This design comes from an exercise in tuning for small area on the open sky130 flow, not from production work. Only simulation tests tie the RTL to the original design; equivalence was not proved. Power figures rest on the tool's default switching activity, not on a simulated workload.

<file path="flow/design.v">
module rf_ao22 (input logic a1, a2, b1, b2, output logic y);
    assign y = (a1 & a2) | (b1 & b2);
endmodule
module rf_aoi222 (input logic a1, a2, b1, b2, c1, c2, output logic y);
    assign y = ~((a1 & a2) | (b1 & b2) | (c1 & c2));
endmodule
module rf_and3 (input logic a, b, c, output logic y);
    assign y = a & b & c;
endmodule
module rf_and4 (input logic a, b, c, d, output logic y);
    assign y = a & b & c & d;
endmodule
module rf_or_ao22 (input logic t0, t1, t2, a1, a2, b1, b2, output logic y);
    assign y = ~(t0 & t1 & t2 & ~((a1 & a2) | (b1 & b2)));
endmodule
module rf_nor2 (input logic a, b, output logic y);
    assign y = ~(a | b);
endmodule
module user_project_addr_space_regfile #(
    parameter int unsigned DEPTH        = 16,
    parameter logic [31:0] BASE_ADDR    = 32'h3000_0000,
    parameter int unsigned WAIT_CYCLES  = 0,
    parameter logic [31:0] READ_DEFAULT = 32'h0000_0777
) (
    input  logic        wb_clk_i,
    input  logic        wb_rst_i,
    input  logic        wbs_stb_i,
    input  logic        wbs_cyc_i,
    input  logic        wbs_we_i,
    input  logic [3:0]  wbs_sel_i,
    input  logic [31:0] wbs_dat_i,
    input  logic [31:0] wbs_adr_i,
    output logic        wbs_ack_o,
    output logic [31:0] wbs_dat_o,
    output logic [15:0] access_cnt_o,
    output logic [31:0] last_addr_o
);
    logic             init_q;
    logic [31:0]      mem [16];
    logic [31:0]      mem_n [16];
    logic             acc, hit, wr, rd;
    logic [15:0]      wsel_n, rsel;
    logic [3:0]       sel_n;
    logic [15:0][3:0] lane_we, lane_keep;
    logic [31:0]      rdata;
    logic             hold_dat, miss_n;
    assign acc = wbs_cyc_i & wbs_stb_i & ~wbs_ack_o;
    assign hit = (wbs_adr_i[31:6] == BASE_ADDR[31:6]);
    assign wr  = acc & wbs_we_i & hit;
    assign rd  = acc & ~wbs_we_i;
    assign hold_dat = ~rd;
    assign miss_n   = ~(rd & ~hit);
    assign sel_n    = ~wbs_sel_i;
    for (genvar r = 0; r < 16; r++) begin : g_word
        assign wsel_n[r] = ~(wr & (wbs_adr_i[5:2] == 4'(r)));
        assign rsel[r]   = rd & hit & init_q & (wbs_adr_i[5:2] == 4'(r));
        for (genvar l = 0; l < 4; l++) begin : g_lane
            rf_nor2 u_we   (.a(wsel_n[r]), .b(sel_n[l]), .y(lane_we[r][l]));
            rf_nor2 u_keep (.a(lane_we[r][l]), .b(~init_q), .y(lane_keep[r][l]));
        end
        for (genvar b = 0; b < 32; b++) begin : g_bit
            rf_ao22 u_w (
                .a1(lane_we[r][b/8]), .a2(wbs_dat_i[b]), .b1(lane_keep[r][b/8]), .b2(mem[r][b]),
                .y(mem_n[r][b])
            );
        end
    end
    for (genvar b = 0; b < 32; b++) begin : g_rd
        logic [4:0] t;
        logic       u;
        for (genvar k = 0; k < 5; k++) begin : g_t
            rf_aoi222 u_t (
                .a1(rsel[3*k]),   .a2(mem[3*k][b]),
                .b1(rsel[3*k+1]), .b2(mem[3*k+1][b]),
                .c1(rsel[3*k+2]), .c2(mem[3*k+2][b]),
                .y(t[k])
            );
        end
        if (READ_DEFAULT[b]) begin : g_one
            rf_and4 u_u (.a(t[0]), .b(t[1]), .c(t[2]), .d(miss_n), .y(u));
        end else begin : g_zero
            rf_and3 u_u (.a(t[0]), .b(t[1]), .c(t[2]), .y(u));
        end
        rf_or_ao22 u_or (
            .t0(u), .t1(t[3]), .t2(t[4]),
            .a1(rsel[15]), .a2(mem[15][b]), .b1(hold_dat), .b2(wbs_dat_o[b]),
            .y(rdata[b])
        );
    end
    logic [31:0] last_n;
    for (genvar b = 0; b < 32; b++) begin : g_last
        rf_ao22 u_l (.a1(acc), .a2(wbs_adr_i[b]), .b1(~acc), .b2(last_addr_o[b]), .y(last_n[b]));
    end
    always_ff @(posedge wb_clk_i) begin
        for (int r = 0; r < 16; r++) mem[r] <= mem_n[r];
    end
    always_ff @(posedge wb_clk_i or posedge wb_rst_i) begin
        if (wb_rst_i) begin
            init_q       <= 1'b0;
            wbs_ack_o    <= 1'b0;
            wbs_dat_o    <= '0;
            access_cnt_o <= '0;
            last_addr_o  <= '0;
        end else begin
            init_q    <= 1'b1;
            wbs_ack_o <= acc;
            wbs_dat_o <= rdata;
            last_addr_o <= last_n;
            if (acc && access_cnt_o != 16'hFFFF) access_cnt_o <= access_cnt_o + 16'd1;
        end
    end
endmodule
</file>
<file path="flow/constraint.sdc">
create_clock -name core_clock -period 10.0 [get_ports {wb_clk_i}]
set_input_delay 2.0000 -clock core_clock [delete_from_list [all_inputs] [get_ports {wb_clk_i}]]
set_output_delay 2.0000 -clock core_clock [all_outputs]
set_load 0.01 [all_outputs]
</file>
<file path="flow/config.mk">
export PLATFORM = sky130hd
export DESIGN_NAME = user_project_addr_space_regfile
export DESIGN_NICKNAME = user_project_addr_space_regfile
export VERILOG_FILES = /design/flow/design.v
export SDC_FILE = /design/flow/constraint.sdc
export NUM_CORES = 4
export LEC_CHECK = 0
export CAP_MARGIN = 20
export CORE_MARGIN = 2
export CORE_UTILIZATION = 40
export SLEW_MARGIN = 20
export SYNTH_HIERARCHICAL = 1
export SYNTH_MINIMUM_KEEP_SIZE = 0
</file>
<file path="flow/run.sh">
#!/bin/bash
# synth_recipe.tcl (not shown) runs the flow's synth.tcl, then flattens the netlist and writes it again
# the make line also repeats each setting of config.mk as NAME=value (left out here)
make -C /OpenROAD-flow-scripts/flow DESIGN_CONFIG=/design/flow/config.mk WORK_HOME=/design/flow/orfs CLKGATE_MAP_FILE= SYNTH_SCRIPT=/design/flow/synth_recipe.tcl finish
</file>
==> summary.md, run 1 <==
| Metric | Value |
|---|---|
| Clock-pin slew on the worst setup and hold paths | ~0.060 ns |
| Die W | approximately 230 um |
| Resized cells post-CTS | 0 |
| Seq/Total Area, Yosys | between 50% and 60% |
| Critical R2R Capture | mem[9][19] |
| Max_cap viols | 0 |
| Post-synth top area cell | dfxtp_1 |
| Most frequent CP cell | nor2_1 |
| DPL Wire Length | 44300 um |
| Worst EP arrival | 6.11 ns |
| Tot GR Track Use | 25.0% |
| Die ar. | 53600 um^2 |
| Clock H-tree levels | 2 |
| Reg2Reg Depth | 7 |
| Slowest stage delay, CP | roughly 0.87 ns |
| Hold_buf cts | 0 |
| Max IR drop VDD | 0.000138 V |
| Global-route wire length before repair | approximately 100000 um |
| CP required | 10.50 ns |
| Antenna diode count | 0 |
| Synth Flop Type | dfxtp_1 |
| Worst hold slack | approximately 0.47 ns |
| Slew HR | a little under a third |
| Global placer's final weighted congestion | 0.841 |
| Synth Instances | ~1.7k |
| WHS Path Cells | 1 |
| Flop2flop setup slack | 6.24 ns |
| Worst hold-check path type | register to register |
| Clock buffer depth | 3 |
| Critical setup path kind | primary input to register |
| Top area cells in the synthesized netlist | dfxtp_1 (50%), a22o_1 (23%), dfrtp_1 (9.9%) |
| Cells after DPL | 2512 |
| CP Buf/Inv Count | 1 |
| Die H | roughly 230 um |
| Rows | 83 |
| Initial Util | between 40% and 50% |
| Core area | 51200 um^2 |
| TritonCTS Buffers | a little under 60 |
| ANT nets after route | 0 |
| CP delay by family, top | simple AND/OR/NAND/NOR gates |
| Clk_skew | between 0.009 and 0.01 ns |
| Final Hold Viols | 0 |
| Leakage Power | 9.55 nW |
| Avg Inst Size Synth | approximately 12 um^2 |
| Max-slew violations | 0 |
| Worst hold endpoint | mem[14][5] |
| Crit start category | primary input |
| Share of the clock period used by the worst path | approximately 56% |
| CTS root buf | clkbuf_16 |
| PD cells | 201 nW/um^2 |
| Later-pin clock latency in the skew report | 0.61 ns |
| Endpoints failing setup | 0 |
| Initial antenna violation count | 0 |
| Layout cells sized above 1 | 6.80% |
| # port buffers | 153 |
| Mapped Nets | around 1.7k |
| Worst Hold Launch | mem[14][5] |
| Post-route insts no fill | 2622 |
| Grt total ovfl | 0 |
| Crit Path Max Fanout | 16 |
| Clock Sinks | ~590 |
| Mapped Area | 20700 um^2 |
| Crit-path cells | clkdlybuf4s50_1, nor4_1, nand4_2, nor4_4, nand2_1, nor2_1, nor2_1, a22o_1 |
| Nets | 1967 |
| Ys Warns | 10 |
| Crit. End Element | register |
| Vias | 17.1k |
| Post-synth EDFFs | 0 |
| Yosys cell types | 38 |
| DRT Pass-1 Iters | 10 |
| Total Neg Setup Slack | 0 ns |
| CP max stage cell | nor2_1 |
| Number of global-route vias before repair | 16.7k |
| WL final | 68900 um |
| Post-CTS Setup Bufs | 0 |
| Area grow syn2layout | 22.1% |
| 1st-iter DRT viols | 2506 |
| Stages on the worst setup path | 8 |
| Seq cells post-synth | 594 |
| DRC viols | 0 |
| Dominant cell by count in the synthesized netlist | a22o_1 |
| Post-layout minimum cycle time | 5.61 ns |
| RR Startpoint | wbs_ack_o |
| Num ports | 154 |
| Unrepaired setup endpoints after global routing | no |
| Vias/cell | between 6 and 7 |
| Synth top cells by count | a22o_1 (544), dfxtp_1 (512), a222oi_1 (160), nor2_1 (146), dfrtp_1 (82) |
| Fmax | 178 MHz |
| Status | no timing/DRC/antenna violations |
| Top-area cell type share of the netlist area | between 40 and 50% |
| Largest net degree at the start of global routing | 83 |
| Asr flop ratio synth | 13.8% |
| CTS tree | done |
| Post-DR wirelength/cell | 26.3 um |
| Worst-Margin Slew | around 1 ns |
==> per-layer routing <==
layer	up-vias	global-route usage, %	part of all wire, %
met2	895	38.8	45
met1	8549	34.6	43
li1	7563	-	-
met3	131	5.57	8.8
met4	0	8.37	3.1
met5	-	0	0
==> flip-flops by register name (all words and copies together), names as in the netlist <==
signal        count
mem             512
wbs_dat_o        32
init_q            1
wbs_ack_o         1
access_cnt_o     16
last_addr_o      32
==> layout make-up <==
class / instances / area, um^2
inverters: 10 / 43.8
multi-input cells: 1055 / 8360
flip-flops and latches: 594 / 12300
clock inverters: 22 / 302
well taps: 680 / 851
fillers: 4555 / 25900
repair buffers: 173 / 1680
clock buffers: 88 / 1730
==> stage by stage <==
stage	power [mW]	cell area [um^2]	setup WS, ns	utilization [%]
4_1_cts	5.10	25300	4.50	49.3
3_5_place_dp	2.81	23200	3.86	45.4
6_report	5.07	25300	4.39	49.3
2_1_floorplan	2.60	20700	4.11	-
3_3_place_gp	2.80	23200	3.89	45.4
5_1_grt	5.22	25300	4.12	49.3
==> modules after synthesis, one instance, submodules excluded <==
| module | flops+latches | cells |
|---|---|---|
| rf_aoi222 | 0 | 1 |
| user_project_addr_space_regfile | 594 | 737 |
| rf_or_ao22 | 0 | 2 |
| rf_and3 | 0 | 1 |
| rf_and4 | 0 | 1 |
| rf_nor2 | 0 | 1 |
| rf_ao22 | 0 | 1 |
==> worst max path at each step <==
stage | from | end | slack (ns)
after floorplan | wbs_cyc_i | wbs_dat_o[0] | 4.11
after global placement | wbs_cyc_i | wbs_dat_o[22] | 3.89
after detailed placement | wbs_adr_i[7] | mem[3][3] | 3.86
after CTS | wbs_adr_i[7] | mem[9][17] | 4.50
after global routing | wbs_adr_i[7] | mem[9][19] | 4.12
final | wbs_adr_i[7] | mem[9][19] | 4.39
==> worst reg2reg max path, stage by stage, from the launching register on <==
cell	delay, ns
dfrtp_1	0.39
nor2_2	0.14
inv_2	0.30
nor4_4	0.87
nand2_1	0.41
nor2_1	0.87
nor2_1	0.37
a22o_1	0.31
==> placed cells by master (no fill, tap or decap), drive strengths merged, types with 20 or more instances in the layout <==
cell type and count:
a22o 544, and3 23, buf 20, a22oi 32, nor2 147, and4 21, dfxtp 512, clkdlybuf4s50 153
a222oi 160, nand4 43, dfrtp 82, clkbuf 88
==> report_power, final <==
group | total (mW) | switching [mW] | internal, mW
Sequential | 2.45 | 0.0388 | 2.41
Clock | 2.32 | 0.946 | 1.37
Combinational | 0.306 | 0.176 | 0.130
==> logic make-up after synthesis <==
| logic type | after synthesis | synth area share [%] |
|---|---|---|
| compound gates | 739 | 32.0 |
| fa+ha+maj | 1 | 0.0605 |
| flops | 594 | 59.5 |
| simple gates | 299 | 7.47 |
| mux | 1 | 0.0544 |
| buf+inv | 16 | 0.339 |
| other cells | 1 | 0.0181 |
| xor+xnor | 14 | 0.593 |
==> run 2, diff against run 1 <==
--- a/flow/config.mk
+++ b/flow/config.mk
@@ -7,7 +7,7 @@
 export LEC_CHECK = 0
 export CAP_MARGIN = 20
 export CORE_MARGIN = 2
-export CORE_UTILIZATION = 40
+export CORE_UTILIZATION = 60
 export SLEW_MARGIN = 20
 export SYNTH_HIERARCHICAL = 1
 export SYNTH_MINIMUM_KEEP_SIZE = 0
==> run 2 against run 1 <==
Still clean. Fmax fell by 0.39%. Combinational power barely moved. Utilization rose by 23 points. Cell count fell by 8.7%. Routed wire length fell by 6.3%. Clock power fell by 6%. Critical path depth did not move. Largest power group unchanged. Highest routed layer unchanged.
==> summary.md, run 2 <==
| Metric | Value |
|---|---|
| Tot GR Track Use | around a third |
| # port buffers | about 150 |
| Largest net degree at the start of global routing | between 60 and 70 |
| Critical setup path kind | primary input to register |
| Synth Instances | 1665 |
| Avg Inst Size Synth | roughly 12 um^2 |
| Global placer's final weighted congestion | 0.878 |
| Core area | around 34000 um^2 |
| Asr flop ratio synth | 13.8% |
| Synth top cells by count | a22o_1 (544), dfxtp_1 (512), a222oi_1 (160), nor2_1 (146), dfrtp_1 (82) |
| Max reg flops | 512 |
| Resized cells post-CTS | 0 |
| Max IR drop VDD | 0.000210 V |
| Worst-Margin Slew | 0.991 ns |
| Worst hold-check path type | register to register |
| Vias/cell | 7.23 |
| Footprint of the multi-input gates | 8340 um^2 |
| Crit start category | primary input |
| Fill cell count | roughly 2.4k |
| CP max stage cell | nor4_4 |
| Post-CTS Setup Bufs | 0 |
| Dominant cell by count in the synthesized netlist | a22o_1 |
| Post-synth top area cell | dfxtp_1 |
| Met3 Use GR | 7.32% |
| Max-slew violations | 0 |
| Commonest cells after routing, fill and taps aside | a22o_1 (544), dfxtp_1 (512), a222oi_1 (160) |
| WL final | 64600 um |
| Leakage Power | 9.46 nW |
| Reg with most FFs | mem |
| CP delay by family, top | simple AND/OR/NAND/NOR gates |
| Later-pin clock latency in the skew report | 0.61 ns |
| Die W | 190 um |
| Total Neg Setup Slack | 0 ns |
| Clock H-tree levels | 2 |
| CTS root buf | clkbuf_16 |
| Grt total ovfl | 0 |
| Initial antenna violation count | 0 |
| Number of global-route vias before repair | approximately 17k |
| Max_cap viols | 0 |
| Post-synth EDFFs | 0 |
| Ys Warns | 10 |
| TritonCTS Buffers | 58 |
| Most frequent CP cell | nor2_1 |
| Post-DR wirelength/cell | 27.0 um |
| Die ar. | 36000 um^2 |
| Clock Sinks | a little under 600 |
| Registers with the most flip-flops | mem x512, last_addr_o x32, wbs_dat_o x32 |
| Layout cells sized above 1 | 6.55% |
| CP required | 10.50 ns |
| Endpoints failing setup | 0 |
| 1st-iter DRT viols | 2591 |
| Nets | 1968 |
| Mapped Area | 20700 um^2 |
| Seq/Total Area, Yosys | 59.5% |
| FF+latch area | 12300 um^2 |
| Grt peak-use layer | met2 |
| Num ports | 154 |
| DRC viols | 0 |
| Worst EP arrival | around 6.1 ns |
| Fmax | ~180 MHz |
| Crit. End Element | register |
| Synth Flop Type | dfxtp_1 |
| Final Hold Viols | 0 |
| Area grow syn2layout | 20.1% |
| ANT nets after route | 0 |
| PD cells | 198 nW/um^2 |
| Hold_buf cts | 0 |
| DPL Wire Length | 40500 um |
| Met2 usage | a little over half |
| Slew HR | 33.7% |
| Met1 usage | 51.0% |
| Clk_skew | 0.0271 ns |
| Crit Path Max Fanout | 16 |
| Commonest non-fill, non-tap cell in the layout | a22o_1 |
| Mapped Nets | 1739 |
| Clock-pin slew on the worst setup and hold paths | around 0.060 ns |
| Status | no timing/DRC/antenna violations |
| Worst hold slack | 0.471 ns |
| Unrepaired setup endpoints after global routing | no |
| Initial Util | 60.3% |
| Rows | 68 |
| Seq cells post-synth | 594 |
| Yosys cell types | 38 |
| Top-area cell type share of the netlist area | 49.5% |
| Crit-path cells | clkdlybuf4s50_1, nor4_1, nand3_1, nor4_4, nand2_1, nor2_1, nor2_1, a22o_1 |
| Antenna diode count | 0 |
| Share of the clock period used by the worst path | a little under three fifths |
| CP Buf/Inv Count | 1 |
| Vias | 17.3k |
| Post-layout minimum cycle time | 5.63 ns |
| DRT Pass-1 Iters | 8 |
| Post-route insts no fill | 2395 |
| Clock buffer depth | 3 |
| CTS tree | done |
| Slowest stage delay, CP | approximately 0.76 ns |
| Top area cells in the synthesized netlist | dfxtp_1 (50%), a22o_1 (23%), dfrtp_1 (9.9%) |
| Global-route wire length before repair | around 99000 um |
| Die H | ~190 um |
| Cells after DPL | 2289 |
==> run 2: changes by cell type in the layout (fill, tap and decap cells not counted), sizes merged <==
cell	delta
clkinv	-5
bufinv	-3
clkbuf	+2
buf	+2
inv	+1
clkinvlp	+1
==> run 2: layout make-up <==
class                   instances  area share [%]
clock buffers                  90            6.89
clock inverters                16           0.770
inverters                      10           0.161
multi-input cells            1055            33.6
flip-flops and latches        594            49.5
well taps                     455            2.29
repair buffers                175            6.83
==> run 2: routing by layer <==
metal | share of wire, % | wire length [um] | up-vias
met4 | 3.1 | 2000 | 0
met1 | 42 | 27300 | 8580
met3 | 11 | 7040 | 129
met2 | 44 | 28200 | 1038
met5 | 0 | 0 | -
li1 | - | - | 7573
==> run 2: modules after synthesis (local to each module, per instance) <==
| module | cells | area [um^2] | copies in the design | flops+latches |
|---|---|---|---|---|
| rf_or_ao22 | 2 | 13.8 | 32 | 0 |
| rf_and4 | 1 | 8.76 | 9 | 0 |
| user_project_addr_space_regfile | 737 | 13200 | 1 | 594 |
| rf_and3 | 1 | 6.26 | 23 | 0 |
| rf_ao22 | 1 | 8.76 | 544 | 0 |
| rf_aoi222 | 1 | 10.0 | 160 | 0 |
| rf_nor2 | 1 | 3.75 | 128 | 0 |
==> run 2: logic make-up after synthesis <==
group | synth area share [%]
AOI/OAI and AO/OA | 32.0
xor gates and xnor gates | 0.593
adders and majority gates | 0.0605
buffers and inverters | 0.339
DFF | 59.5
muxes | 0.0544
other | 0.0181
and+or+nand+nor | 7.47
==> run 2: power breakdown <==
group / internal, mW / switching (mW) / total (mW) / leakage, nW
combinational: 0.130 / 0.173 / 0.304 / 3.35
clock: 1.28 / 0.900 / 2.18 / 0.929
sequential: 2.41 / 0.0404 / 2.45 / 5.18
==> run 2: final timing paths <==
path                                from             to  slack [ns]  cells past startpoint
hold reg to reg              mem[10][15]    mem[10][15]        0.47                      1
hold / removal               mem[10][15]    mem[10][15]        0.47                      1
setup / recovery           wbs_adr_i[18]    mem[15][16]        4.37                      8
min in group asynchronous       wb_rst_i  wbs_dat_o[21]        1.69                      2
max in group asynchronous       wb_rst_i   wbs_dat_o[6]        7.08                      3
setup reg to reg               wbs_ack_o    mem[15][16]        6.59                      7
==> run 2: per-stage QoR <==
step	total power [mW]	cell area (um^2)	setup slack [ns]	util, %
finish	4.93	24900	4.37	72.5
global route	5.06	24900	4.32	72.5
CTS	4.95	24900	4.58	72.5
detailed placement	2.80	23000	3.97	66.9
global placement	2.79	23000	4.02	66.9
floorplan	2.60	20700	4.11	-
==> run 3, diff against run 2 <==
==> flow/flow/run.sh (new file) <==
#!/bin/bash
set -euo pipefail
CTS="-sink_clustering_enable -repair_clock_nets -dont_use_dummy_load -buf_list sky130_fd_sc_hd__clkbuf_4 -root_buf sky130_fd_sc_hd__clkbuf_16"
bash standard.sh \
  "BUFFER_PORTS_ARGS=-buffer_cell sky130_fd_sc_hd__buf_1" \
  "CTS_ARGS=$CTS" \
  finish > flow_make.log 2>&1
==> flow/standard.sh (new file) <==
#!/bin/bash
# synth_recipe.tcl (not shown) runs the flow's synth.tcl, then flattens the netlist and writes it again
# the make line also repeats each setting of config.mk as NAME=value (left out here)
make -C /OpenROAD-flow-scripts/flow DESIGN_CONFIG=/design/flow/config.mk WORK_HOME=/design/flow/orfs CLKGATE_MAP_FILE= SYNTH_SCRIPT=/design/flow/synth_recipe.tcl "${@:-finish}"
--- a/flow/config.mk
+++ b/flow/config.mk
@@ -7,7 +7,7 @@
 export LEC_CHECK = 0
 export CAP_MARGIN = 20
 export CORE_MARGIN = 2
-export CORE_UTILIZATION = 60
+export CORE_UTILIZATION = 40
 export SLEW_MARGIN = 20
 export SYNTH_HIERARCHICAL = 1
 export SYNTH_MINIMUM_KEEP_SIZE = 0
removed: flow/run.sh
==> run 3 against run 2 <==
Clock power down 27%. Still clean. Critical path type unchanged. Via count is 1.1% higher. Sequential share of layout area is 2.9 points higher.
==> summary.md, run 3 <==
| Metric | Value |
|---|---|
| Status | no timing/DRC/antenna violations |
| Mapped Nets | 1739 |
| Synth Instances | roughly 1.7k |
| Max reg flops | 512 |
| Worst-Margin Slew | 1.14 ns |
| Avg Inst Size Synth | 12.4 um^2 |
| CP required | 10.52 ns |
| Nets | about 2.1k |
| Seq cells post-synth | ~590 |
| Commonest non-fill, non-tap cell in the layout | a22o_1 |
| Ys Warns | 10 |
| ANT nets after route | 0 |
| Fmax | 190 MHz |
| Post-DR wirelength/cell | 25.8 um |
| Multiplexer area fraction after synthesis | 0.0544% |
| Commonest cells after routing, fill and taps aside | a22o_1 (544), dfxtp_1 (512), a222oi_1 (160) |
| Seq/Total Area, Yosys | 59.5% |
| Clock-pin slew on the worst setup and hold paths | 0.05 ns |
| Die W | around 230 um |
| DPL Wire Length | about 45000 um |
| Max IR drop VDD | 0.000111 V |
| Registers with the most flip-flops | mem x512, last_addr_o x32, wbs_dat_o x32 |
| Final design utilization | approximately 46% |
| Largest net degree at the start of global routing | between 60 and 70 |
| Later-pin clock latency in the skew report | 0.68 ns |
| Slew HR | between 20% and 30% |
| Max-slew violations | 0 |
| Vias | 17.5k |
| Crit path from | wbs_cyc_i |
| PD cells | 182 nW/um^2 |
| Layout cells sized above 1 | under 10% |
| DRC viols | 0 |
| Total Neg Setup Slack | 0 ns |
| Post-synth top area cell | dfxtp_1 |
| Core area | 51200 um^2 |
| Final Hold Viols | 0 |
| Die H | 231 um |
| Top area cells in the synthesized netlist | dfxtp_1 (50%), a22o_1 (23%), dfrtp_1 (9.9%) |
| Top-area cell type share of the netlist area | between 40% and 50% |
| Area after DPL | about 22000 um^2 |
| Asr flop ratio synth | 13.8% |
| Clock buffer depth | 3 |
| Flop2flop setup slack | 5.81 ns |
| Endpoints failing setup | 0 |
| Post-synth EDFFs | 0 |
| Synth Area in Adders | less than 1% |
| Initial antenna violation count | 1 |
| Resized cells post-CTS | 0 |
| Area grow syn2layout | 13.4% |
| Grt total ovfl | 0 |
| Largest family of logic cells by synthesized area | compound AO/OA/AOI/OAI gates |
| Critical path destination | mem[1][7] |
| Share of the clock period used by the worst path | around 53% |
| Reg2Reg Depth | 8 |
| Post-CTS Setup Bufs | 0 |
| Synth Flop Type | dfxtp_1 |
| Worst EP arrival | 5.79 ns |
| Xor and xnor area share after synthesis | 0.593% |
| Die ar. | between 50000 and 60000 um^2 |
| Dominant cell by count in the synthesized netlist | a22o_1 |
| 1st-iter DRT viols | 2474 |
| CTS root buf | clkbuf_16 |
| Post-Synth Simple-Gate Area | about 7.5% |
| Crit Path Max Fanout | 45 |
| RR Startpoint | wbs_ack_o |
| Clk_skew | a little under 0.07 ns |
| Global placer's final weighted congestion | 0.839 |
| Yosys cell types | 38 |
| Worst hold-check path type | register to register |
| Post-layout minimum cycle time | about 5.3 ns |
| DRT Pass-1 Iters | 7 |
| Fill cell count | 4755 |
| Final instance area | 23500 um^2 |
| Critical setup path kind | primary input to register |
| Num ports | roughly 150 |
| Global-route wire length before repair | 106000 um |
| Reg with most FFs | mem |
| Hold_buf cts | 0 |
| Crit. End Element | register |
| Unrepaired setup endpoints after global routing | no |
| Number of global-route vias before repair | 17.3k |
| Critical R2R Capture | mem[1][7] |
| Clock Sinks | between 500 and 600 |
| # port buffers | roughly 150 |
| Rows | 83 |
| Tot GR Track Use | 25.6% |
| Clock H-tree levels | 4 |
| Max_cap viols | 0 |
| WL final | 69000 um |
| Vias/cell | 6.56 |
| TritonCTS Buffers | 156 |
| Mapped Area | slightly above 20000 um^2 |
| Crit start category | primary input |
| Initial Util | 40.4% |
| CTS tree | done |
| Leakage Power | 8.89 nW |
| Post-synthesis compound-gate area fraction | 32.0% |
| Synth top cells by count | a22o_1 (544), dfxtp_1 (512), a222oi_1 (160), nor2_1 (146), dfrtp_1 (82) |
run 3: area by class of cell:
| cell class | instances | area (um^2) | area share (%) |
|---|---|---|---|
| Antenna cell | 1 | 2.50 | 0.0107 |
| Timing Repair Buffer | 174 | 732 | 3.12 |
| Clock buffer | 156 | 1190 | 5.06 |
| Multi-Input combinational cell | 1055 | 8360 | 35.6 |
| Inverter | 10 | 40.0 | 0.171 |
| Tap cell | 680 | 851 | 3.62 |
| Sequential cell | 594 | 12300 | 52.4 |
run 3: logic make-up (layout without fill, tap and decap cells):
group,Yosys count,after routing
AOI/OAI and AO/OA,739,739
xor gates and xnor gates,14,14
adders and majority gates,1,1
buffers and inverters,16,340
DFF,594,594
muxes,1,1
other,1,2
and+or+nand+nor,299,299
run 3: metal layers:
metal	routed length (um)	global-route usage, %	up-vias
met4	1910	9.88	0
met3	5960	6.48	116
met5	0	0	-
met1	30800	36.1	8714
li1	-	-	7756
met2	30300	37.5	919
run 3: power by group:
group          switching (mW)  internal [mW]  total [mW]  leakage (nW)
registers              0.0402           2.41        2.45          5.18
clock network           0.867          0.722        1.59         0.725
logic                   0.171         0.0613       0.233          2.99
total                    1.08           3.20        4.27          8.89
run 3: modules after synthesis (local to each module, per instance):
module	cell area (um^2)	flops+latches	cells inside
rf_or_ao22	13.8	0	2
user_project_addr_space_regfile	13200	594	737
rf_ao22	8.76	0	1
rf_and4	8.76	0	1
rf_nor2	3.75	0	1
rf_aoi222	10.0	0	1
rf_and3	6.26	0	1
run 3: worst min path at each step:
stage | from | to | slack, ns | cells after the start
global placement | mem[0][11] | mem[0][11] | 0.45 | 1
global route | mem[0][8] | mem[0][8] | 0.48 | 1
floorplan | mem[0][0] | mem[0][0] | 0.44 | 1
detailed placement | mem[9][16] | mem[9][16] | 0.45 | 1
finish | mem[13][31] | mem[13][31] | 0.47 | 1
CTS | mem[0][8] | mem[0][8] | 0.47 | 1
run 3: through the flow:
step	std cells	worst slack (ns)	power, mW	hold WS [ns]
global route	2670	4.58	4.46	0.476
floorplan	1665	4.11	2.60	0.438
finish	2670	4.73	4.27	0.466
global placement	2513	3.99	2.73	0.451
CTS	2669	4.89	4.32	0.470
detailed placement	2513	4.18	2.73	0.451
run 3: critical path, cell delays in order:
cell     delay (ns)
buf_1          0.06
nand2_1        0.06
nor2_2         0.07
buf_4          0.34
inv_2          0.39
nor4_4         0.88
nand3_1        0.54
nor2_1         0.74
nor2_1         0.35
a22o_1         0.32
==> run 4, diff against run 3 <==
==> flow/flow/run.sh (replaced) <==
#!/bin/bash
set -euo pipefail
CTS="-sink_clustering_enable -repair_clock_nets -dont_use_dummy_load -buf_list sky130_fd_sc_hd__clkbuf_4 -root_buf sky130_fd_sc_hd__clkbuf_16 -sink_clustering_size 8 -sink_clustering_max_diameter 40"
bash standard.sh \
  "BUFFER_PORTS_ARGS=-buffer_cell sky130_fd_sc_hd__buf_1" \
  "CTS_ARGS=$CTS" \
  finish > flow_make.log 2>&1
--- a/flow/config.mk
+++ b/flow/config.mk
@@ -7,7 +7,7 @@
 export LEC_CHECK = 0
 export CAP_MARGIN = 20
 export CORE_MARGIN = 2
-export CORE_UTILIZATION = 40
+export CORE_UTILIZATION = 60
 export SLEW_MARGIN = 20
 export SYNTH_HIERARCHICAL = 1
 export SYNTH_MINIMUM_KEEP_SIZE = 0
==> run 4 against run 3 <==
Combinational power decreased by 2%. Worst hold slack improved by 0.0041 ns. Sequential power about the same. Critical endpoint is now mem[10][22]. Fmax decreased by 0.49%. Still clean on timing, DRC and antenna. Global-route usage increased by 8.4 points. Routed wire length decreased by 9.7%.
==> summary.md, run 4 <==
| Metric | Value |
|---|---|
| RR Startpoint | wbs_ack_o |
| Die ar. | 36000 um^2 |
| Share of the clock period used by the worst path | 53.0% |
| Slew HR | 30.6% |
| Worst-Margin Slew | 1.04 ns |
| Cells after DPL | 2288 |
| CTS tree | done |
| Die W | 190 um |
| Antenna diode count | 0 |
| Critical setup path kind | primary input to register |
| DPL Wire Length | 40100 um |
| Post-CTS Setup Bufs | 0 |
| Grt total ovfl | 0 |
| WL final | 62300 um |
| DRT Pass-1 Iters | 8 |
| # port buffers | 153 |
| Worst hold endpoint | mem[4][20] |
| Area grow syn2layout | 10.3% |
| Core area | between 30000 and 40000 um^2 |
| Vias/cell | ~7.1 |
| Asr flop ratio synth | 13.8% |
| DRC viols | 0 |
| Reg with most FFs | mem |
| Fmax | 189 MHz |
| Clock Sinks | 594 |
| Commonest cells after routing, fill and taps aside | a22o_1 (544), dfxtp_1 (512), a222oi_1 (160) |
| Worst slack, placed | 4.24 ns |
| Flop2flop setup slack | 6.20 ns |
| Die H | approximately 190 um |
| Crit Path Max Fanout | 16 |
| Dominant cell by count in the synthesized netlist | a22o_1 |
| CP required | about 10 ns |
| Max_cap viols | 0 |
| Tot GR Track Use | 34.0% |
| Status | no timing/DRC/antenna violations |
| Ys Warns | 10 |
| Worst setup margin | 4.70 ns |
| Critical R2R Capture | mem[10][22] |
| Worst EP arrival | 5.74 ns |
| Clk_skew | 0.0489 ns |
| Worst hold slack | 0.470 ns |
| Post-route insts no fill | 2376 |
| Crit path from | wbs_adr_i[21] |
| CTS root buf | clkbuf_16 |
| Largest net degree at the start of global routing | 61 |
| PD cells | roughly 170 nW/um^2 |
| Final design utilization | about two thirds |
| Clock H-tree levels | 3 |
| Max-slew violations | 0 |
| Final Hold Viols | 0 |
| Synth Instances | 1665 |
| Leakage Power | between 8 and 9 nW |
| Global placer's final weighted congestion | 0.889 |
| Total power draw | 3.97 mW |
| Seq/Total Area, Yosys | between 50% and 60% |
| Vias | 17.0k |
| Unrepaired setup endpoints after global routing | no |
| ANT nets after route | 0 |
| Avg Inst Size Synth | around 12 um^2 |
| Clock-pin slew on the worst setup and hold paths | 0.08 ns |
| Post-DR wirelength/cell | 26.2 um |
| Global-route wire length before repair | 95400 um |
| Synth Flop Type | dfxtp_1 |
| Synth top cells by count | a22o_1 (544), dfxtp_1 (512), a222oi_1 (160), nor2_1 (146), dfrtp_1 (82) |
| Resized cells post-CTS | 0 |
| Hold_buf cts | 0 |
| Num ports | 154 |
| Number of global-route vias before repair | 16.2k |
| Yosys cell types | 38 |
| Seq cells post-synth | between 500 and 600 |
| Later-pin clock latency in the skew report | 0.56 ns |
| 1st-iter DRT viols | ~2.3k |
| Crit. End Element | register |
| Registers with the most flip-flops | mem x512, last_addr_o x32, wbs_dat_o x32 |
| Commonest non-fill, non-tap cell in the layout | a22o_1 |
| Fill cell count | 2731 |
| Post-synth EDFFs | 0 |
| Top area cells in the synthesized netlist | dfxtp_1 (50%), a22o_1 (23%), dfrtp_1 (9.9%) |
| Nets | 1997 |
| Post-synth top area cell | dfxtp_1 |
| Rows | 68 |
| Reg2Reg Depth | 7 |
| Mapped Area | around 21000 um^2 |
| Max reg flops | 512 |
| Post-layout minimum cycle time | between 5 and 6 ns |
| Endpoints failing setup | 0 |
| Mapped Nets | 1739 |
| Max IR drop VDD | approximately 0.00013 V |
| Area after DPL | 22000 um^2 |
| TritonCTS Buffers | 88 |
| Final instance area | 22800 um^2 |
| WHS Path Cells | 1 |
| Worst hold-check path type | register to register |
| Total Neg Setup Slack | 0 ns |
| Worst Hold Launch | mem[4][20] |
| Clock buffer depth | 3 |
| Initial Util | between 60% and 70% |
| Initial antenna violation count | 0 |
| Layout cells sized above 1 | under 10% |
| Crit start category | primary input |
| Top-area cell type share of the netlist area | between 40% and 50% |
[run 4: final cells by class]
class	instances	area (um^2)	share of cell area (%)
well taps	455	569	2.49
multi-input cells	1055	8360	36.6
flip-flops and latches	594	12300	53.9
inverters	10	40.0	0.175
repair buffers	174	732	3.21
clock buffers	88	818	3.59
[run 4: kinds of logic (layout without fill, tap and decap cells)]
group           Yosys count  count (layout)  share of synthesized area, %
simple gates            299             299                          7.47
other cells               1               1                        0.0181
buf+inv                  16             272                         0.339
fa+ha+maj                 1               1                        0.0605
flops                   594             594                          59.5
mux                       1               1                        0.0544
xor+xnor                 14              14                         0.593
compound gates          739             739                          32.0
[run 4: per-layer routing]
metal  routed length (um)  part of all wire, %  track usage, %  vias up
li1                     -                    -               -     7582
met1                27700                   44            49.2     8344
met2                27200                   44            50.6      926
met3                 6030                  9.7            8.19      106
met4                 1430                  2.3            10.6        0
met5                    0                    0               0        -
[run 4: modules after synthesis, one instance, submodules excluded]
module                           cells inside  copies in the design  flip-flops and latches
rf_aoi222                                   1                   160                       0
rf_and4                                     1                     9                       0
rf_or_ao22                                  2                    32                       0
user_project_addr_space_regfile           737                     1                     594
rf_and3                                     1                    23                       0
rf_ao22                                     1                   544                       0
rf_nor2                                     1                   128                       0
[run 4: report_power, final]
group          switching [mW]  internal, mW  total [mW]  leakage [nW]
sequential             0.0385          2.41        2.45          5.18
combinational           0.167        0.0615       0.229          2.97
clock                   0.771         0.528        1.30         0.474
total                   0.977          3.00        3.97          8.62
[run 4: worst max path at each step]
stage	endpoint	slack (ns)	cells after the start
floorplan	wbs_dat_o[0]	4.11	10
global placement	mem[10][16]	4.28	8
detailed placement	mem[10][16]	4.24	8
CTS	mem[10][22]	4.84	8
global route	mem[9][23]	4.64	8
finish	mem[10][22]	4.70	8
[run 4: critical path: stages]
cell     delay [ns]
buf_1          0.09
nor4_1         0.42
nand3_1        0.48
nor4_4         0.76
nand2_1        0.46
nor2_1         0.82
nor2_1         0.39
a22o_1         0.30
==> run 5, diff against run 4 <==
==> flow/flow/run.sh (replaced) <==
#!/bin/bash
set -euo pipefail
CTS="-sink_clustering_enable -repair_clock_nets -dont_use_dummy_load -buf_list sky130_fd_sc_hd__clkbuf_8 -root_buf sky130_fd_sc_hd__clkbuf_16 -sink_clustering_size 16 -sink_clustering_max_diameter 50"
bash standard.sh \
  "BUFFER_PORTS_ARGS=-buffer_cell sky130_fd_sc_hd__buf_1" \
  "CTS_ARGS=$CTS" \
  finish > flow_make.log 2>&1
--- a/flow/config.mk
+++ b/flow/config.mk
@@ -7,7 +7,7 @@
 export LEC_CHECK = 0
 export CAP_MARGIN = 20
 export CORE_MARGIN = 2
-export CORE_UTILIZATION = 60
+export CORE_UTILIZATION = 75
 export SLEW_MARGIN = 20
 export SYNTH_HIERARCHICAL = 1
 export SYNTH_MINIMUM_KEEP_SIZE = 0
==> run 5 against run 4 <==
Clock skew decreased by 0.021 ns. Setup slack better by 0.085 ns. Non-clock buffer count shrank 3. Utilization rose by 17 points. Clock power decreased by 11%. Cell count decreased by 6.8%. Register-to-register slack lost 0.21 ns. Global-route usage rose by 8.1 points. Count of clock-buffer cells in the layout down 44. Combinational power about the same. Critical path depth unchanged.
==> summary.md, run 5 <==
| Metric | Value |
|---|---|
| PD cells | between 150 and 200 nW/um^2 |
| Fmax | 192 MHz |
| Worst-Margin Slew | approximately 1.1 ns |
| Later-pin clock latency in the skew report | around 0.53 ns |
| Worst hold slack | 0.478 ns |
| Post-DR wirelength/cell | 28.2 um |
| Clk_skew | 0.0280 ns |
| DPL Wire Length | 39000 um |
| Resized cells post-CTS | 0 |
| Seq/Total Area, Yosys | between 50% and 60% |
| TritonCTS Buffers | 44 |
| CP max stage cell | nor4_4 |
| Unrepaired setup endpoints after global routing | no |
| # port buffers | 153 |
| Vias | 17.6k |
| Max-slew violations | 0 |
| Leakage Power | 8.46 nW |
| Max reg flops | 512 |
| Status | no timing/DRC/antenna violations |
| Critical setup path kind | primary input to register |
| ANT nets after route | 0 |
| Number of global-route vias before repair | 17.0k |
| DRT Pass-1 Iters | 7 |
| Synth Instances | ~1.7k |
| Clock Sinks | 594 |
| Share of the clock period used by the worst path | 52.2% |
| Global placer's final weighted congestion | 0.888 |
| Layout cells sized above 1 | 4.43% |
| Tot GR Track Use | 42.1% |
| Dominant cell by count in the synthesized netlist | a22o_1 |
| Post-layout minimum cycle time | roughly 5.2 ns |
| CTS root buf | clkbuf_16 |
| CP required | 10.40 ns |
| Total power draw | 3.83 mW |
| CTS tree | done |
| Post-synth EDFFs | 0 |
| Grt total ovfl | 0 |
| Reg with most FFs | mem |
| Post-route insts no fill | 2215 |
| Initial Util | between 70% and 80% |
| Crit Path Max Fanout | 16 |
| WL final | 62600 um |
| Area grow syn2layout | 8.68% |
| Asr flop ratio synth | 13.8% |
| Ys Warns | 10 |
| Total Neg Setup Slack | 0 ns |
| Clock H-tree levels | 2 |
| Mapped Area | between 20000 and 25000 um^2 |
| Largest net degree at the start of global routing | 64 |
| Nets | 1950 |
| 1st-iter DRT viols | 3077 |
| Synth Flop Type | dfxtp_1 |
| Mapped Nets | 1739 |
| Registers with the most flip-flops | mem x512, last_addr_o x32, wbs_dat_o x32 |
| Clock-pin slew on the worst setup and hold paths | around 0.09 ns |
| Max_cap viols | 0 |
| Global-route wire length before repair | between 90000 and 100000 um |
| Die H | ~170 um |
| Endpoints failing setup | 0 |
| Synth top cells by count | a22o_1 (544), dfxtp_1 (512), a222oi_1 (160), nor2_1 (146), dfrtp_1 (82) |
| Crit-path cells | buf_1, nor4_1, nand4_2, nor4_4, nand2_1, nor2_1, nor2_1, a22o_1 |
| Initial antenna violation count | 0 |
| Final Hold Viols | 0 |
| Yosys cell types | 38 |
| Antenna diode count | 0 |
| CP Buf/Inv Count | 1 |
| Worst EP arrival | 5.62 ns |
| Vias/cell | ~8.0 |
| WHS Path Cells | 1 |
| Top-area cell type share of the netlist area | about half |
| CP delay by family, top | simple AND/OR/NAND/NOR gates |
| Cells after DPL | 2171 |
| Commonest cells after routing, fill and taps aside | a22o_1 (544), dfxtp_1 (512), a222oi_1 (160) |
| Reg2Reg Depth | 9 |
| Num ports | roughly 150 |
| Avg Inst Size Synth | 12.4 um^2 |
| Rows | 60 |
| Slew HR | between 20 and 30% |
| Max IR drop VDD | between 0.00015 and 0.0002 V |
| Crit. End Element | register |
| Clock buffer depth | 3 |
| Crit start category | primary input |
| Most frequent CP cell | nor2_1 |
| Top area cells in the synthesized netlist | dfxtp_1 (50%), a22o_1 (23%), dfrtp_1 (9.9%) |
| Post-CTS Setup Bufs | 0 |
| Die ar. | 28900 um^2 |
| Die W | 170 um |
| DRC viols | 0 |
| Post-synth top area cell | dfxtp_1 |
| Worst hold-check path type | register to register |
| Hold_buf cts | 0 |
| Seq cells post-synth | 594 |
| Flop2flop setup slack | 5.99 ns |
| Stages on the worst setup path | 8 |
| Core area | 27000 um^2 |
| Commonest non-fill, non-tap cell in the layout | a22o_1 |
| Slowest stage delay, CP | 0.77 ns |
## run 5: cell counts after synthesis
Identical to the previous run, type by type.
## run 5: cells by family (layout without fill, tap and decap cells)
group | count (synthesis) | in the layout | synth area share, %
other cells | 1 | 1 | 0.0181
flops | 594 | 594 | 59.5
compound gates | 739 | 739 | 32.0
fa+ha+maj | 1 | 1 | 0.0605
buf+inv | 16 | 225 | 0.339
xor+xnor | 14 | 14 | 0.593
mux | 1 | 1 | 0.0544
simple gates | 299 | 299 | 7.47
## run 5: final cells by class
class / count / area [um^2]
flip-flops and latches: 594 / 12300
fillers: 1599 / 4540
inverters: 10 / 38.8
clock buffers: 44 / 662
repair buffers: 171 / 709
well taps: 341 / 427
multi-input cells: 1055 / 8350
## run 5: final timing paths
check                              endpoint         start
setup / recovery                mem[11][25]  wbs_adr_i[8]
setup reg to reg                mem[11][25]     wbs_ack_o
hold / removal                  mem[13][27]   mem[13][27]
hold reg to reg                 mem[13][27]   mem[13][27]
max in group asynchronous  access_cnt_o[11]      wb_rst_i
min in group asynchronous   last_addr_o[15]      wb_rst_i
## run 5: per-module statistics from Yosys, one instance, submodules excluded, a selection
module,flip-flops and latches,times used,cells
rf_and3,0,23,1
rf_and4,0,9,1
rf_or_ao22,0,32,2
rf_nor2,0,128,1
rf_ao22,0,544,1
user_project_addr_space_regfile,594,1,737
## run 5: layer usage
metal / track usage (%) / vias up / wire length [um] / part of all wire (%)
met2: 64.2 / 1412 / 28000 / 45
met4: 21.4 / 0 / 3200 / 5.1
met3: 8.86 / 258 / 7860 / 13
met5: 0 / - / 0 / 0
li1: - / 7477 / - / -
met1: 57.3 / 8482 / 23500 / 38
## run 5: where the power goes
group,switching [mW],internal (mW)
registers,0.0376,2.41
logic,0.169,0.0616
clock network,0.712,0.443
total,0.918,2.91
## run 5: stage by stage
stage          worst slack, ns  util [%]  instance area [um^2]
4_1_cts                   4.94      83.2                 22500
5_1_grt                   4.73      83.2                 22500
2_1_floorplan             4.11         -                 20700
3_3_place_gp              4.56      80.8                 21800
3_5_place_dp              4.42      80.8                 21800
6_report                  4.78      83.2                 22500
==> run 6, diff against run 5 <==
--- a/flow/config.mk
+++ b/flow/config.mk
@@ -5,9 +5,9 @@
 export SDC_FILE = /design/flow/constraint.sdc
 export NUM_CORES = 4
 export LEC_CHECK = 0
-export CAP_MARGIN = 20
+export CAP_MARGIN = 5
 export CORE_MARGIN = 2
 export CORE_UTILIZATION = 75
-export SLEW_MARGIN = 20
+export SLEW_MARGIN = 5
 export SYNTH_HIERARCHICAL = 1
 export SYNTH_MINIMUM_KEEP_SIZE = 0
==> run 6 against run 5 <==
Critical endpoint is now mem[11][27]. Largest power group unchanged. Power is essentially flat. Non-clock buffer count is the same. Clock skew grew 0.0010 ns. Count of clock-buffer cells in the layout is the same. Via count grew 0.12%. Register-to-register slack lost 0.03 ns. Critical path type unchanged. Sequential power is essentially flat. Still clean on timing, DRC and antenna. First-iteration DRC count is essentially flat.
==> summary.md, run 6 <==
| Metric | Value |
|---|---|
| Global placer's final weighted congestion | 0.888 |
| Total Neg Setup Slack | 0 ns |
| Hold_buf cts | 0 |
| Yosys cell types | 38 |
| Initial Util | 76.6% |
| Die W | roughly 170 um |
| Post-layout minimum cycle time | approximately 5.2 ns |
| Post-synth EDFFs | 0 |
| Synth top cells by count | a22o_1 (544), dfxtp_1 (512), a222oi_1 (160), nor2_1 (146), dfrtp_1 (82) |
| Unrepaired setup endpoints after global routing | no |
| DRT Pass-1 Iters | 8 |
| Post-synth top area cell | dfxtp_1 |
| DRC viols | 0 |
| Die ar. | 28900 um^2 |
| Post-DR wirelength/cell | approximately 28 um |
| Later-pin clock latency in the skew report | 0.54 ns |
| Initial antenna violation count | 0 |
| Slowest stage delay, CP | 0.78 ns |
| Clock H-tree levels | 2 |
| Nets | 1950 |
| Layout cells sized above 1 | 4.43% |
| Final Hold Viols | 0 |
| Clock Sinks | 594 |
| Clock buffer depth | 3 |
| Crit-path cells | buf_1, nor4_1, nand4_2, nor4_4, nand2_1, nor2_1, nor2_1, a22o_1 |
| Worst EP arrival | 5.63 ns |
| CTS root buf | clkbuf_16 |
| Crit Path Max Fanout | 16 |
| CP delay by family, top | simple AND/OR/NAND/NOR gates |
| Commonest non-fill, non-tap cell in the layout | a22o_1 |
| Fmax | 191 MHz |
| Max-slew violations | 0 |
| 1st-iter DRT viols | approximately 3.1k |
| Synth Instances | 1665 |
| Status | no timing/DRC/antenna violations |
| Vias | roughly 18k |
| ANT nets after route | 0 |
| Worst-Margin Slew | around 1.3 ns |
| Reg2Reg Depth | 9 |
| Asr flop ratio synth | between 10% and 20% |
| Endpoints failing setup | 0 |
| Number of global-route vias before repair | 17.0k |
| Stages on the worst setup path | 8 |
| Slew HR | 14.9% |
| CTS tree | done |
| Commonest cells after routing, fill and taps aside | a22o_1 (544), dfxtp_1 (512), a222oi_1 (160) |
| Global-route wire length before repair | approximately 95000 um |
| Mapped Area | 20700 um^2 |
| Grt total ovfl | 0 |
| Seq cells post-synth | 594 |
| TritonCTS Buffers | 44 |
| Vias/cell | about 8.0 |
| Seq/Total Area, Yosys | 59.5% |
| Tot GR Track Use | 42.1% |
| Largest net degree at the start of global routing | 64 |
| Avg Inst Size Synth | 12.4 um^2 |
| Max reg flops | 512 |
| Worst hold slack | 0.478 ns |
| CP Buf/Inv Count | 1 |
| Dominant cell by count in the synthesized netlist | a22o_1 |
| PD cells | around 170 nW/um^2 |
| Leakage Power | 8.46 nW |
| Antenna diode count | 0 |
| Clock-pin slew on the worst setup and hold paths | 0.07 ns |
| CP required | around 10 ns |
| # port buffers | 153 |
| Most frequent CP cell | nor2_1 |
| Worst hold-check path type | register to register |
| CP max stage cell | nor4_4 |
| Max IR drop VDD | 0.000152 V |
| Core area | 27000 um^2 |
| Critical setup path kind | primary input to register |
| Top-area cell type share of the netlist area | approximately half |
| Die H | 170 um |
| Crit. End Element | register |
| Rows | 60 |
| Reg with most FFs | mem |
| RR Startpoint | wbs_ack_o |
| Max_cap viols | 0 |
| Num ports | 154 |
| WHS Path Cells | 1 |
| Top area cells in the synthesized netlist | dfxtp_1 (50%), a22o_1 (23%), dfrtp_1 (9.9%) |
| Share of the clock period used by the worst path | between 50% and 60% |
| Worst Hold Launch | mem[13][27] |
| Area grow syn2layout | 8.68% |
| Ys Warns | 10 |
| Mapped Nets | 1739 |
| Crit path from | wbs_adr_i[8] |
| Synth Flop Type | dfxtp_1 |
| Crit start category | primary input |
| Registers with the most flip-flops | mem x512, last_addr_o x32, wbs_dat_o x32 |
| WL final | 62700 um |
| DPL Wire Length | between 30000 and 40000 um |
| Post-CTS Setup Bufs | 0 |
| Clk_skew | 0.0290 ns |
| Resized cells post-CTS | 0 |
run 6: cell count changes in the layout (fill, tap and decap cells not counted):
cell,delta
o21ai_0,+1
o21ai_1,-1
run 6: power breakdown:
group / internal, mW / switching, mW / leakage, nW
Combinational: 0.0616 / 0.169 / 2.94
Clock: 0.443 / 0.715 / 0.342
Sequential: 2.41 / 0.0376 / 5.18
run 6: worst paths after layout:
check | end | slack, ns
setup reg to reg | mem[11][27] | 5.96
hold reg to reg | mem[13][27] | 0.48
hold / removal | mem[13][27] | 0.48
min in group asynchronous | last_addr_o[15] | 1.42
setup / recovery | mem[11][27] | 4.76
max in group asynchronous | access_cnt_o[11] | 7.31
run 6: layer usage:
layer  GRT usage [%]  vias up  wire (um)
li1                -     7474          -
met1            57.3     8519      23600
met2            64.2     1415      28100
met3            8.86      243       7920
met4            21.4        0       3070
met5               0        -          0
run 6: stage by stage:
stage | utilization (%) | instances | instance area, um^2 | setup WS [ns] | power (mW)
finish | 83.2 | 2215 | 22500 | 4.76 | 3.83
global route | 83.2 | 2215 | 22500 | 4.73 | 3.94
CTS | 83.2 | 2215 | 22500 | 4.94 | 3.82
detailed placement | 80.8 | 2171 | 21800 | 4.43 | 2.72
global placement | 80.8 | 2171 | 21800 | 4.56 | 2.71
floorplan | - | 1665 | 20700 | 4.11 | 2.60
run 6: layout make-up:
| class | count | area [um^2] |
|---|---|---|
| clock buffers | 44 | 662 |
| fillers | 1599 | 4540 |
| inverters | 10 | 38.8 |
| multi-input cells | 1055 | 8350 |
| flip-flops and latches | 594 | 12300 |
| well taps | 341 | 427 |
| repair buffers | 171 | 709 |
run 6: cell families after synthesis:
family | count (synthesis) | synth area share [%]
flip-flops | 594 | 59.5
XOR/XNOR | 14 | 0.593
other | 1 | 0.0181
multiplexers | 1 | 0.0544
buffers and inverters | 16 | 0.339
AND/OR/NAND/NOR | 299 | 7.47
AO/OA/AOI/OAI | 739 | 32.0
adder cells (fa/ha/maj) | 1 | 0.0605
run 6: Yosys stat by module (local to each module, per instance):
module,flops+latches,cells inside,times used
rf_and3,0,1,23
rf_or_ao22,0,2,32
rf_nor2,0,1,128
user_project_addr_space_regfile,594,737,1
rf_ao22,0,1,544
rf_aoi222,0,1,160
rf_and4,0,1,9
==> run 7, diff against run 6 <==
--- a/flow/config.mk
+++ b/flow/config.mk
@@ -5,9 +5,9 @@
 export SDC_FILE = /design/flow/constraint.sdc
 export NUM_CORES = 4
 export LEC_CHECK = 0
-export CAP_MARGIN = 5
+export CAP_MARGIN = 20
 export CORE_MARGIN = 2
-export CORE_UTILIZATION = 75
-export SLEW_MARGIN = 5
+export CORE_UTILIZATION = 60
+export SLEW_MARGIN = 20
 export SYNTH_HIERARCHICAL = 1
 export SYNTH_MINIMUM_KEEP_SIZE = 0
==> run 7 against run 6 <==
Still clean on timing, DRC and antenna. Worst hold slack worse by 0.0059 ns. Synthesized cell count did not move. Clock skew up 0.016 ns. Count of clock-buffer cells in the layout grew 5.
==> summary.md, run 7 <==
| Metric | Value |
|---|---|
| Later-pin clock latency in the skew report | 0.56 ns |
| Top-area cell type share of the netlist area | 49.5% |
| Dominant cell by count in the synthesized netlist | a22o_1 |
| Crit Path Max Fanout | 16 |
| Clock buffer depth | 3 |
| Crit path from | wbs_adr_i[21] |
| Status | no timing/DRC/antenna violations |
| Share of the clock period used by the worst path | 52.8% |
| Nets | 1958 |
| Synth Instances | roughly 1.7k |
| Die ar. | 36000 um^2 |
| Reg with most FFs | mem |
| CP required | 10.45 ns |
| Yosys cell types | 38 |
| Top area cells in the synthesized netlist | dfxtp_1 (50%), a22o_1 (23%), dfrtp_1 (9.9%) |
| RR Startpoint | wbs_ack_o |
| Global-route wire length before repair | 94200 um |
| Largest net degree at the start of global routing | 61 |
| Post-CTS Setup Bufs | 0 |
| Registers with the most flip-flops | mem x512, last_addr_o x32, wbs_dat_o x32 |
| Die H | 190 um |
| Commonest cells after routing, fill and taps aside | a22o_1 (544), dfxtp_1 (512), a222oi_1 (160) |
| Die W | 190 um |
| Ys Warns | 10 |
| TritonCTS Buffers | 49 |
| Num ports | 154 |
| Combinational share of power | 5.9% |
| Clock Sinks | 594 |
| Avg Inst Size Synth | about 12 um^2 |
| Endpoints failing setup | 0 |
| PD cells | about 170 nW/um^2 |
| Grt total ovfl | 0 |
| Commonest non-fill, non-tap cell in the layout | a22o_1 |
| Max reg flops | 512 |
| Max-slew violations | 0 |
| Unrepaired setup endpoints after global routing | no |
| DRT met1 WL | 27500 um |
| Critical setup path kind | primary input to register |
| Final Hold Viols | 0 |
| Post-layout minimum cycle time | 5.28 ns |
| Initial Util | 60.3% |
| Post-synth top area cell | dfxtp_1 |
| Number of global-route vias before repair | 15.9k |
| Slew HR | 31.8% |
| Switching fraction of total power | ~24% |
| Sw Pwr | 0.948 mW |
| Worst Hold Launch | mem[7][13] |
| Global placer's final weighted congestion | slightly below 0.9 |
| Clock network power share | 31.5% |
| 1st-iter DRT viols | 2222 |
| Routed wl met3 | 6060 um |
| Seq/Total Area, Yosys | between 50% and 60% |
| Wire length on met2 | 26900 um |
| Crit start category | primary input |
| Synth top cells by count | a22o_1 (544), dfxtp_1 (512), a222oi_1 (160), nor2_1 (146), dfrtp_1 (82) |
| Core area | roughly 34000 um^2 |
| Total power draw | 3.90 mW |
| Max IR drop VDD | 0.000124 V |
| Vias | 16.8k |
| Mapped Nets | 1739 |
| Resized cells post-CTS | 0 |
| Clock H-tree levels | 2 |
| Crit. End Element | register |
| Max_cap viols | 0 |
| Worst setup margin | 4.72 ns |
| Hold_buf cts | 0 |
| Worst EP arrival | 5.72 ns |
| Sequential share of power | 62.7% |
| # port buffers | 153 |
| CTS tree | done |
| Synth Flop Type | dfxtp_1 |
| Worst slack, placed | 4.24 ns |
| Max layer used | met4 |
| Post-synth EDFFs | 0 |
| Post-DR wirelength/cell | 26.5 um |
| DRT Pass-1 Iters | 6 |
| Leakage Power | ~8.5 nW |
| Layout cells sized above 1 | 4.68% |
| Worst-Margin Slew | 1.02 ns |
| Vias/cell | 7.19 |
| Area grow syn2layout | 9.88% |
| Rows | 68 |
| Seq cells post-synth | between 500 and 600 |
| DRC viols | 0 |
| Worst hold-check path type | register to register |
| Clk_skew | about 0.045 ns |
| Fmax | 189 MHz |
| Tot GR Track Use | between 30% and 40% |
| Initial antenna violation count | 0 |
| WL final | around 62000 um |
| Pint | 2.96 mW |
| Asr flop ratio synth | about 14% |
| CTS root buf | clkbuf_16 |
| ANT nets after route | 0 |
| Mapped Area | 20700 um^2 |
| Total Neg Setup Slack | 0 ns |
| DPL Wire Length | 40100 um |
| Clock-pin slew on the worst setup and hold paths | 0.08 ns |
## run 7: cell counts after synthesis
No cell type changed its count.
## run 7: metal layers
layer | GRT usage (%) | up-vias
met1 | 48.8 | 8271
met4 | 9.06 | 0
met2 | 50.5 | 942
met5 | 0 | -
met3 | 7.86 | 110
li1 | - | 7480
## run 7: critical path, cell delays in order
cell and delay [ns]:
buf_1 0.09, nor4_1 0.41, nand3_1 0.47, nor4_4 0.76
nand2_1 0.48, nor2_1 0.82, nor2_1 0.39, a22o_1 0.30
## run 7: power groups by stage
stage,combinational (mW),clock [mW],sequential [mW]
global placement,0.224,0,2.50
detailed placement,0.226,0,2.50
CTS,0.226,1.25,2.45
global route,0.245,1.34,2.45
finish,0.229,1.23,2.45
floorplan,0.0890,0,2.51
## run 7: through the flow
stage / area [um^2] / cells / util (%) / hold slack [ns]
after global placement: 22000 / 2288 / 64.1 / 0.450
after detailed placement: 22000 / 2288 / 64.1 / 0.452
final: 22700 / 2338 / 66.3 / 0.472
after CTS: 22700 / 2337 / 66.3 / 0.471
after global routing: 22700 / 2337 / 66.3 / 0.475
after floorplan: 20700 / 1665 / - / 0.438
## run 7: cell families after synthesis
| kind of cell | after synthesis | synth area share [%] |
|---|---|---|
| and+or+nand+nor | 299 | 7.47 |
| xor gates and xnor gates | 14 | 0.593 |
| adders and majority gates | 1 | 0.0605 |
| other | 1 | 0.0181 |
| buffers and inverters | 16 | 0.339 |
| AOI/OAI and AO/OA | 739 | 32.0 |
| muxes | 1 | 0.0544 |
| DFF | 594 | 59.5 |
## run 7: final timing paths
check / to / slack, ns / cells after the start
max: mem[10][17] / 4.72 / 8
min: mem[7][13] / 0.47 / 1
max reg2reg: mem[10][17] / 6.20 / 7
min reg2reg: mem[7][13] / 0.47 / 1
max in group asynchronous: last_addr_o[0] / 7.35 / 3
min in group asynchronous: wbs_dat_o[16] / 1.44 / 2
## run 7: area by class of cell
type | instances | area [um^2]
inverter | 10 | 40.0
multi-input combinational | 1055 | 8360
sequential | 594 | 12300
fill | 2710 | 11600
clock buffer | 49 | 731
tap | 455 | 569
timing repair buffer | 174 | 732
antenna | 1 | 2.50
## run 7: per-module statistics from Yosys, one instance, submodules excluded
| module | cell area [um^2] | cells |
|---|---|---|
| user_project_addr_space_regfile | 13200 | 737 |
| rf_or_ao22 | 13.8 | 2 |
| rf_aoi222 | 10.0 | 1 |
| rf_and4 | 8.76 | 1 |
| rf_ao22 | 8.76 | 1 |
| rf_and3 | 6.26 | 1 |
| rf_nor2 | 3.75 | 1 |

[port drivers added, routing unchanged]
The results above use ideal ports. As a check the final layouts listed here were re-extracted and re-timed, cells and wires unchanged.
Step 1, drivers: a clkbuf_16 drives wb_clk_i and a buf_2 each remaining input, both assumed.
Step 2 adds t to the input delays and takes it off the output delays; t is the mean of the earliest and latest rising clock arrival at the registers after step 1. Input paths then give back, and output paths get back, about the clock's delay inside the block.
Slacks: ideal ports / drivers / drivers and shift; pairs: ideal ports / drivers.
run	shift t [ns]	setup slack, ns	worst hold slack (ns)	worst setup path after step 2	pins driven straight from the clock port
run 1	0.669	4.390 / 4.427 / 3.758	0.471 / 0.471 / 0.471	input to register	1
run 2	0.651	4.368 / 4.393 / 3.742	0.471 / 0.471 / 0.471	input to register	1
run 3	0.696	4.725 / 4.757 / 4.061	0.466 / 0.466 / 0.466	input to register	1
run 4	0.594	4.700 / 4.737 / 4.143	0.470 / 0.470 / 0.470	input to register	1
run 5	0.566	4.785 / 4.812 / 4.246	0.478 / 0.478 / 0.478	input to register	1
run 6	0.566	4.756 / 4.783 / 4.218	0.478 / 0.478 / 0.478	input to register	1
run 7	0.601	4.723 / 4.761 / 4.160	0.472 / 0.472 / 0.472	input to register	1
After both steps every run listed still meets setup and hold. For run 3, which loses most, drivers alone change the setup slack by +0.032 ns; drivers and shift together by -0.664 ns.
